What follows belongs to an exercise in optimizing a design on an open flow for small area; a production flow would make more cautious choices. Function was checked by simulation only, so behaviour that the tests miss may differ from the original. No driver is modelled on the clock port, so clocking that relies on it looks cheaper here than on a real chip. No activity file was given, so power comes from the tool's default toggle rates.

==> trial 72 <==
==> flow/design.v <==
module fft64_feeder_row #(
   parameter int W = 22
) (
   input  logic [W-1:0] q,
   input  logic [W-1:0] c,
   input  logic         we,
   input  logic         we_n,
   output logic [W-1:0] d
);
   assign d = ~((q | {W{we}}) & (c | {W{we_n}}));
endmodule
module fft64_feeder_sel3 #(
   parameter int W = 22
) (
   input  logic [W-1:0] x0,
   input  logic [W-1:0] x1,
   input  logic [W-1:0] x2,
   input  logic         s0,
   input  logic         s1,
   input  logic         s2,
   output logic [W-1:0] y_n
);
   assign y_n = ~((x0 & {W{s0}}) | (x1 & {W{s1}}) | (x2 & {W{s2}}));
endmodule
module fft64_feeder_sel1 #(
   parameter int W = 22
) (
   input  logic [W-1:0] x0,
   input  logic         s0,
   output logic [W-1:0] y_n
);
   assign y_n = ~(x0 & {W{s0}});
endmodule
module fft64_frame_feeder #(
   parameter int WIDTH = 11,
   parameter int GAP   = 0
) (
   input  logic             CLK,
   input  logic             RST,
   input  logic             valid_i,
   output logic             ready_o,
   input  logic [WIDTH-1:0] dr,
   input  logic [WIDTH-1:0] di,
   output logic             valid_o,
   output logic [WIDTH-1:0] xr,
   output logic [WIDTH-1:0] xi,
   output logic             frame_o
);
   localparam int DW = 2 * WIDTH;
   logic [DW-1:0]    r_mem [0:63];
   logic             r_burst;
   logic [1:0]       r_full;
   logic             r_wr_bank;
   logic [5:0]       r_wr_cnt;
   logic             r_rd_bank;
   logic [5:0]       r_rd_cnt;
   logic             r_valid;
   logic             r_frame;
   logic [DW-1:0]    r_x;
   logic             r_par;
   logic             r_pend;
   logic [DW-1:0]    r_pend_d;
   logic             w_ready;
   logic             w_wr_en;
   logic             w_rd_last;
   logic [1:0]       w_full_set;
   logic [1:0]       w_full_clr;
   logic [5:0]       w_pend_idx;
   logic [63:0]      w_we;
   logic [63:0]      w_sel;
   logic [DW-1:0]    w_mem_d [0:63];
   logic [DW-1:0]    w_grp_n [0:21];
   logic [DW-1:0]    w_rd;
   assign w_ready    = !RST && !r_full[r_wr_bank];
   assign w_wr_en    = valid_i && w_ready;
   assign w_rd_last  = r_burst && (r_rd_cnt == 6'd63);
   assign w_full_set = (w_wr_en && r_wr_cnt == 6'd63) ? (2'b01 << r_wr_bank) : 2'b00;
   assign w_full_clr = w_rd_last ? (2'b01 << r_rd_bank) : 2'b00;
   assign w_pend_idx = r_wr_cnt - 6'd1;
   always_ff @(posedge CLK) r_par <= RST ? 1'b0 : ~r_par;
   always_ff @(posedge CLK) begin
      r_pend   <= w_wr_en;
      r_pend_d <= {dr, di} ^ {DW{~r_par}};
   end
   always_comb
      for (int i = 0; i < 64; i++) begin
         w_we[i]  = r_pend && (w_pend_idx == 6'(i));
         w_sel[i] = (r_rd_cnt == 6'(i));
      end
   for (genvar i = 0; i < 64; i++) begin : g_row
      fft64_feeder_row #(.W(DW)) u_row (
         .q(r_mem[i]), .c(r_pend_d), .we(w_we[i]), .we_n(!w_we[i]), .d(w_mem_d[i]));
      always_ff @(posedge CLK) r_mem[i] <= w_mem_d[i];
   end
   for (genvar g = 0; g < 21; g++) begin : g_sel3
      fft64_feeder_sel3 #(.W(DW)) u_sel (
         .x0(r_mem[3*g]), .x1(r_mem[3*g+1]), .x2(r_mem[3*g+2]),
         .s0(w_sel[3*g]), .s1(w_sel[3*g+1]), .s2(w_sel[3*g+2]), .y_n(w_grp_n[g]));
   end
   fft64_feeder_sel1 #(.W(DW)) u_sel1 (.x0(r_mem[63]), .s0(w_sel[63]), .y_n(w_grp_n[21]));
   always_comb begin
      w_rd = '0;
      for (int g = 0; g < 22; g++) w_rd = w_rd | ~w_grp_n[g];
   end
   always_ff @(posedge CLK) begin
      if (RST) r_x <= '0;
      else     r_x <= w_rd ^ {DW{r_par}};
   end
   always_ff @(posedge CLK) begin
      if (RST) begin
         r_burst   <= 1'b0;
         r_full    <= 2'b00;
         r_wr_bank <= 1'b0;
         r_wr_cnt  <= 6'd0;
         r_rd_bank <= 1'b0;
         r_rd_cnt  <= 6'd0;
         r_valid   <= 1'b0;
         r_frame   <= 1'b0;
      end else begin
         r_full <= (r_full & ~w_full_clr) | w_full_set;
         if (w_wr_en) begin
            r_wr_cnt <= r_wr_cnt + 6'd1;
            if (r_wr_cnt == 6'd63) r_wr_bank <= ~r_wr_bank;
         end
         r_valid <= r_burst;
         r_frame <= r_burst && (r_rd_cnt == 6'd0);
         if (!r_burst) begin
            if (r_full[r_rd_bank]) r_burst <= 1'b1;
         end else begin
            r_rd_cnt <= r_rd_cnt + 6'd1;
            if (r_rd_cnt == 6'd63) begin
               r_rd_bank <= ~r_rd_bank;
               r_burst   <= r_full[~r_rd_bank];
            end
         end
      end
   end
   assign ready_o = w_ready;
   assign valid_o = r_valid;
   assign frame_o = r_frame;
   assign xr      = r_x[DW-1:WIDTH];
   assign xi      = r_x[WIDTH-1:0];
endmodule
==> flow/flow/run.sh <==
#!/bin/bash
# Own layout flow: the standard flow (standard.sh) with three changes:
#  - the port buffers are buf_1 cells,
#  - CTS uses clkbuf_4 with sink clusters of at most 10 and no dummy loads,
#  - after CTS, each leaf clock buffer whose flip-flop clock pins have an
#    estimated slew over 110 ps is upsized one step (flow/fix_clk.tcl).
# Each tool's output goes to a log file of its own in this folder.
set -euo pipefail
B=sky130_fd_sc_hd__
VARS=(
  "BUFFER_PORTS_ARGS=-buffer_cell ${B}buf_1"
  "CTS_ARGS=-sink_clustering_enable -repair_clock_nets -dont_use_dummy_load -buf_list ${B}clkbuf_4 -sink_clustering_size 10 -sink_clustering_max_diameter 40"
)
bash standard.sh "${VARS[@]}" synth > log_1_synth.txt 2>&1
bash standard.sh "${VARS[@]}" cts > log_2_place_cts.txt 2>&1
openroad -no_init -exit flow/fix_clk.tcl > log_3_fix_clk.txt 2>&1
bash standard.sh "${VARS[@]}" finish > log_4_route_finish.txt 2>&1
==> flow/flow/fix_clk.tcl <==
# Upsize leaf clock buffers that drive flip-flop clock pins with a high
# estimated slew, then legalize the placement. Edits the CTS result in place.
set res orfs/results/$::env(FLOW_PLATFORM)/fft64_frame_feeder/base
set pdir $::env(FLOW_HOME)/platforms/$::env(FLOW_PLATFORM)
read_liberty $pdir/lib/sky130_fd_sc_hd__tt_025C_1v80.lib
read_db $res/4_cts.odb
read_sdc $res/4_cts.sdc
source $pdir/setRC.tcl
estimate_parasitics -placement
set db [ord::get_db]
set up [dict create sky130_fd_sc_hd__clkbuf_4 sky130_fd_sc_hd__clkbuf_8 sky130_fd_sc_hd__clkbuf_8 sky130_fd_sc_hd__clkbuf_16]
set drivers [dict create]
set worst 0
foreach pin [all_registers -clock_pins] {
  set s [get_property $pin slew_max]
  if {$s > $worst} { set worst $s }
  if {$s > 0.110} {
    set net [get_nets -of_objects $pin]
    foreach d [get_pins -of_objects $net -filter "direction==output"] {
      dict set drivers [get_full_name [get_cells -of_objects $d]] 1
    }
  }
}
puts "worst estimated clock-pin slew before: $worst ns"
set block [ord::get_db_block]
set n 0
foreach name [dict keys $drivers] {
  set inst [$block findInst $name]
  if {$inst eq "NULL"} { continue }
  set m [[$inst getMaster] getName]
  if {[dict exists $up $m]} {
    $inst swapMaster [$db findMaster [dict get $up $m]]
    incr n
    puts "upsized $name from $m"
  }
}
puts "upsized $n clock buffers"
if {$n > 0} {
  detailed_placement
  check_placement -verbose
  estimate_parasitics -placement
  set worst 0
  foreach pin [all_registers -clock_pins] {
    set s [get_property $pin slew_max]
    if {$s > $worst} { set worst $s }
  }
  puts "worst estimated clock-pin slew after: $worst ns"
  write_db $res/4_cts.odb
}
==> flow/standard.sh <==
#!/bin/bash
# synth_recipe.tcl (not shown) runs the flow's synth.tcl, then flattens the netlist and writes it again
# the make line also repeats each setting of config.mk as NAME=value (left out here)
make -C /OpenROAD-flow-scripts/flow DESIGN_CONFIG=/design/flow/config.mk WORK_HOME=/design/flow/orfs CLKGATE_MAP_FILE= SYNTH_SCRIPT=/design/flow/synth_recipe.tcl "${@:-finish}"
==> flow/config.mk <==
export PLATFORM = sky130hd
export DESIGN_NAME = fft64_frame_feeder
export DESIGN_NICKNAME = fft64_frame_feeder
export VERILOG_FILES = /design/flow/design.v
export SDC_FILE = /design/flow/constraint.sdc
export NUM_CORES = 4
export LEC_CHECK = 0
export CAP_MARGIN = 20
export CORE_MARGIN = 2
export CORE_UTILIZATION = 65
export SLEW_MARGIN = 20
export SYNTH_HIERARCHICAL = 1
==> flow/constraint.sdc <==
create_clock -name core_clock -period 6.0 [get_ports {CLK}]
set_input_delay 1.2000 -clock core_clock [delete_from_list [all_inputs] [get_ports {CLK}]]
set_output_delay 1.2000 -clock core_clock [all_outputs]
set_load 0.01 [all_outputs]
==> build 28 (differences from trial 72) <==
--- a/flow/design.v
+++ b/flow/design.v
@@ -23,12 +23,14 @@
    assign y_n = ~((x0 & {W{s0}}) | (x1 & {W{s1}}) | (x2 & {W{s2}}));
 endmodule
-module fft64_feeder_sel1 #(
+module fft64_feeder_sel2 #(
    parameter int W = 22
 ) (
    input  logic [W-1:0] x0,
+   input  logic [W-1:0] x1,
    input  logic         s0,
+   input  logic         s1,
    output logic [W-1:0] y_n
 );
-   assign y_n = ~(x0 & {W{s0}});
+   assign y_n = ~((x0 & {W{s0}}) | (x1 & {W{s1}}));
 endmodule
 module fft64_frame_feeder #(
@@ -93,10 +95,14 @@
       always_ff @(posedge CLK) r_mem[i] <= w_mem_d[i];
    end
-   for (genvar g = 0; g < 21; g++) begin : g_sel3
+   for (genvar g = 0; g < 20; g++) begin : g_sel3
       fft64_feeder_sel3 #(.W(DW)) u_sel (
          .x0(r_mem[3*g]), .x1(r_mem[3*g+1]), .x2(r_mem[3*g+2]),
          .s0(w_sel[3*g]), .s1(w_sel[3*g+1]), .s2(w_sel[3*g+2]), .y_n(w_grp_n[g]));
    end
-   fft64_feeder_sel1 #(.W(DW)) u_sel1 (.x0(r_mem[63]), .s0(w_sel[63]), .y_n(w_grp_n[21]));
+   for (genvar g = 0; g < 2; g++) begin : g_sel2
+      fft64_feeder_sel2 #(.W(DW)) u_sel (
+         .x0(r_mem[60+2*g]), .x1(r_mem[61+2*g]),
+         .s0(w_sel[60+2*g]), .s1(w_sel[61+2*g]), .y_n(w_grp_n[20+g]));
+   end
    always_comb begin
       w_rd = '0;
==> flow/run.sh (new file) <==
#!/bin/bash
# synth_recipe.tcl (not shown) runs the flow's synth.tcl, then flattens the netlist and writes it again
# the make line also repeats each setting of config.mk as NAME=value (left out here)
make -C /OpenROAD-flow-scripts/flow DESIGN_CONFIG=/design/flow/config.mk WORK_HOME=/design/flow/orfs CLKGATE_MAP_FILE= SYNTH_SCRIPT=/design/flow/synth_recipe.tcl finish
CORE_UTILIZATION = 40   (was 65)
removed: flow/flow/run.sh
removed: flow/flow/fix_clk.tcl
removed: flow/standard.sh
==> build 16 (differences from trial 72) <==
==> flow/run.sh (new file) <==
#!/bin/bash
# synth_recipe.tcl (not shown) runs the flow's synth.tcl, then flattens the netlist and writes it again
# the make line also repeats each setting of config.mk as NAME=value (left out here)
make -C /OpenROAD-flow-scripts/flow DESIGN_CONFIG=/design/flow/config.mk WORK_HOME=/design/flow/orfs CLKGATE_MAP_FILE= SYNTH_SCRIPT=/design/flow/synth_recipe.tcl finish
CTS_BUF_LIST = sky130_fd_sc_hd__clkbuf_8   (was not set)
CTS_CLUSTER_DIAMETER = 60   (was not set)
CTS_CLUSTER_SIZE = 17   (was not set)
removed: flow/flow/run.sh
removed: flow/flow/fix_clk.tcl
removed: flow/standard.sh
==> build 75 (differences from trial 72) <==
==> flow/flow/run.sh (replaced) <==
#!/bin/bash
# Own layout flow: the standard flow (standard.sh) with three changes:
#  - the port buffers are buf_1 cells,
#  - CTS uses clkbuf_8 with larger sink clusters and no dummy loads,
#  - after CTS, each leaf clock buffer whose flip-flop clock pins have an
#    estimated slew over 110 ps is upsized to clkbuf_16 (flow/fix_clk.tcl).
# Each tool's output goes to a log file of its own in this folder.
set -euo pipefail
B=sky130_fd_sc_hd__
VARS=(
  "BUFFER_PORTS_ARGS=-buffer_cell ${B}buf_1"
  "CTS_ARGS=-sink_clustering_enable -repair_clock_nets -dont_use_dummy_load -buf_list ${B}clkbuf_8 -sink_clustering_size 17 -sink_clustering_max_diameter 60"
)
bash standard.sh "${VARS[@]}" synth > log_1_synth.txt 2>&1
bash standard.sh "${VARS[@]}" cts > log_2_place_cts.txt 2>&1
openroad -no_init -exit flow/fix_clk.tcl > log_3_fix_clk.txt 2>&1
bash standard.sh "${VARS[@]}" finish > log_4_route_finish.txt 2>&1
--- a/flow/flow/fix_clk.tcl
+++ b/flow/flow/fix_clk.tcl
@@ -8,6 +8,5 @@
 source $pdir/setRC.tcl
 estimate_parasitics -placement
-set db [ord::get_db]
-set up [dict create sky130_fd_sc_hd__clkbuf_4 sky130_fd_sc_hd__clkbuf_8 sky130_fd_sc_hd__clkbuf_8 sky130_fd_sc_hd__clkbuf_16]
+set m16 [[ord::get_db] findMaster sky130_fd_sc_hd__clkbuf_16]
 set drivers [dict create]
 set worst 0
@@ -29,6 +28,6 @@
   if {$inst eq "NULL"} { continue }
   set m [[$inst getMaster] getName]
-  if {[dict exists $up $m]} {
-    $inst swapMaster [$db findMaster [dict get $up $m]]
+  if {[string match "sky130_fd_sc_hd__clkbuf_*" $m] && $m ne "sky130_fd_sc_hd__clkbuf_16"} {
+    $inst swapMaster $m16
     incr n
     puts "upsized $name from $m"
==> key figures <==
Run status
  – Status: no timing/DRC/antenna violations

Drt
  – Iter 0 DRT Violations: 7050

Power and ir drop
  – P_sw: 5.45 mW

Critical path
  – Worst path depth: 10

CTS
  – Clk slew on worst S/H paths: 0.06 ns

Yosys
  – Syn_area_per_cell: 11.5 µm²
# the run above: build 28

==> key figures <==
CTS
  – Clk slew on worst S/H paths: 0.11 ns

Drt
  – Iter 0 DRT Violations: 10080

Run status
  – Status: no timing/DRC/antenna violations

Yosys
  – Syn_area_per_cell: 11.5 µm²
# the run above: build 16

==> key figures <==
Critical path
  – Worst path depth: 7

Power and ir drop
  – P_sw: 4.67 mW

CTS
  – Clk slew on worst S/H paths: 0.10 ns

Run status
  – Status: no timing/DRC/antenna violations
# the run above: trial 72

==> key figures <==
CTS
  – Clk slew on worst S/H paths: 0.09 ns

Power and ir drop
  – Part of the power in registers: 68.2%

Critical path
  – Worst path depth: 7

Run status
  – Status: no timing/DRC/antenna violations

Yosys
  – Sequential element share of the synthesized area: 59.1%
  – Syn_area_per_cell: 11.5 µm²
# the run above: build 75

## separate check: timing with driven ports
The results above use ideal ports. As a check the final layouts listed here were re-extracted and re-timed, cells and wires unchanged.
Step 1 (the two cells are an assumption about what drives the block):
set clk [get_ports {CLK}]
set_driving_cell -lib_cell sky130_fd_sc_hd__clkbuf_16 $clk
set_driving_cell -lib_cell sky130_fd_sc_hd__buf_2 [delete_from_list [all_inputs] $clk]
Step 2 times the ports against the registers' clock, not the clock port: input delays grow and output delays shrink by t, the midpoint of the rising clock arrivals with the driver on.
Three values: ideal, step 1, step 2; two values: the first two.
run	shift t [ns]	setup WS [ns]	worst setup path at the end
trial 72	1.109	1.602 / 1.602 / 1.602	register to register
build 28	0.838	1.641 / 1.641 / 1.641	register to register
build 16	0.861	1.382 / 1.382 / 1.382	register to register
build 75	0.825	1.474 / 1.474 / 1.474	register to register
After both steps every run listed still meets setup and hold.
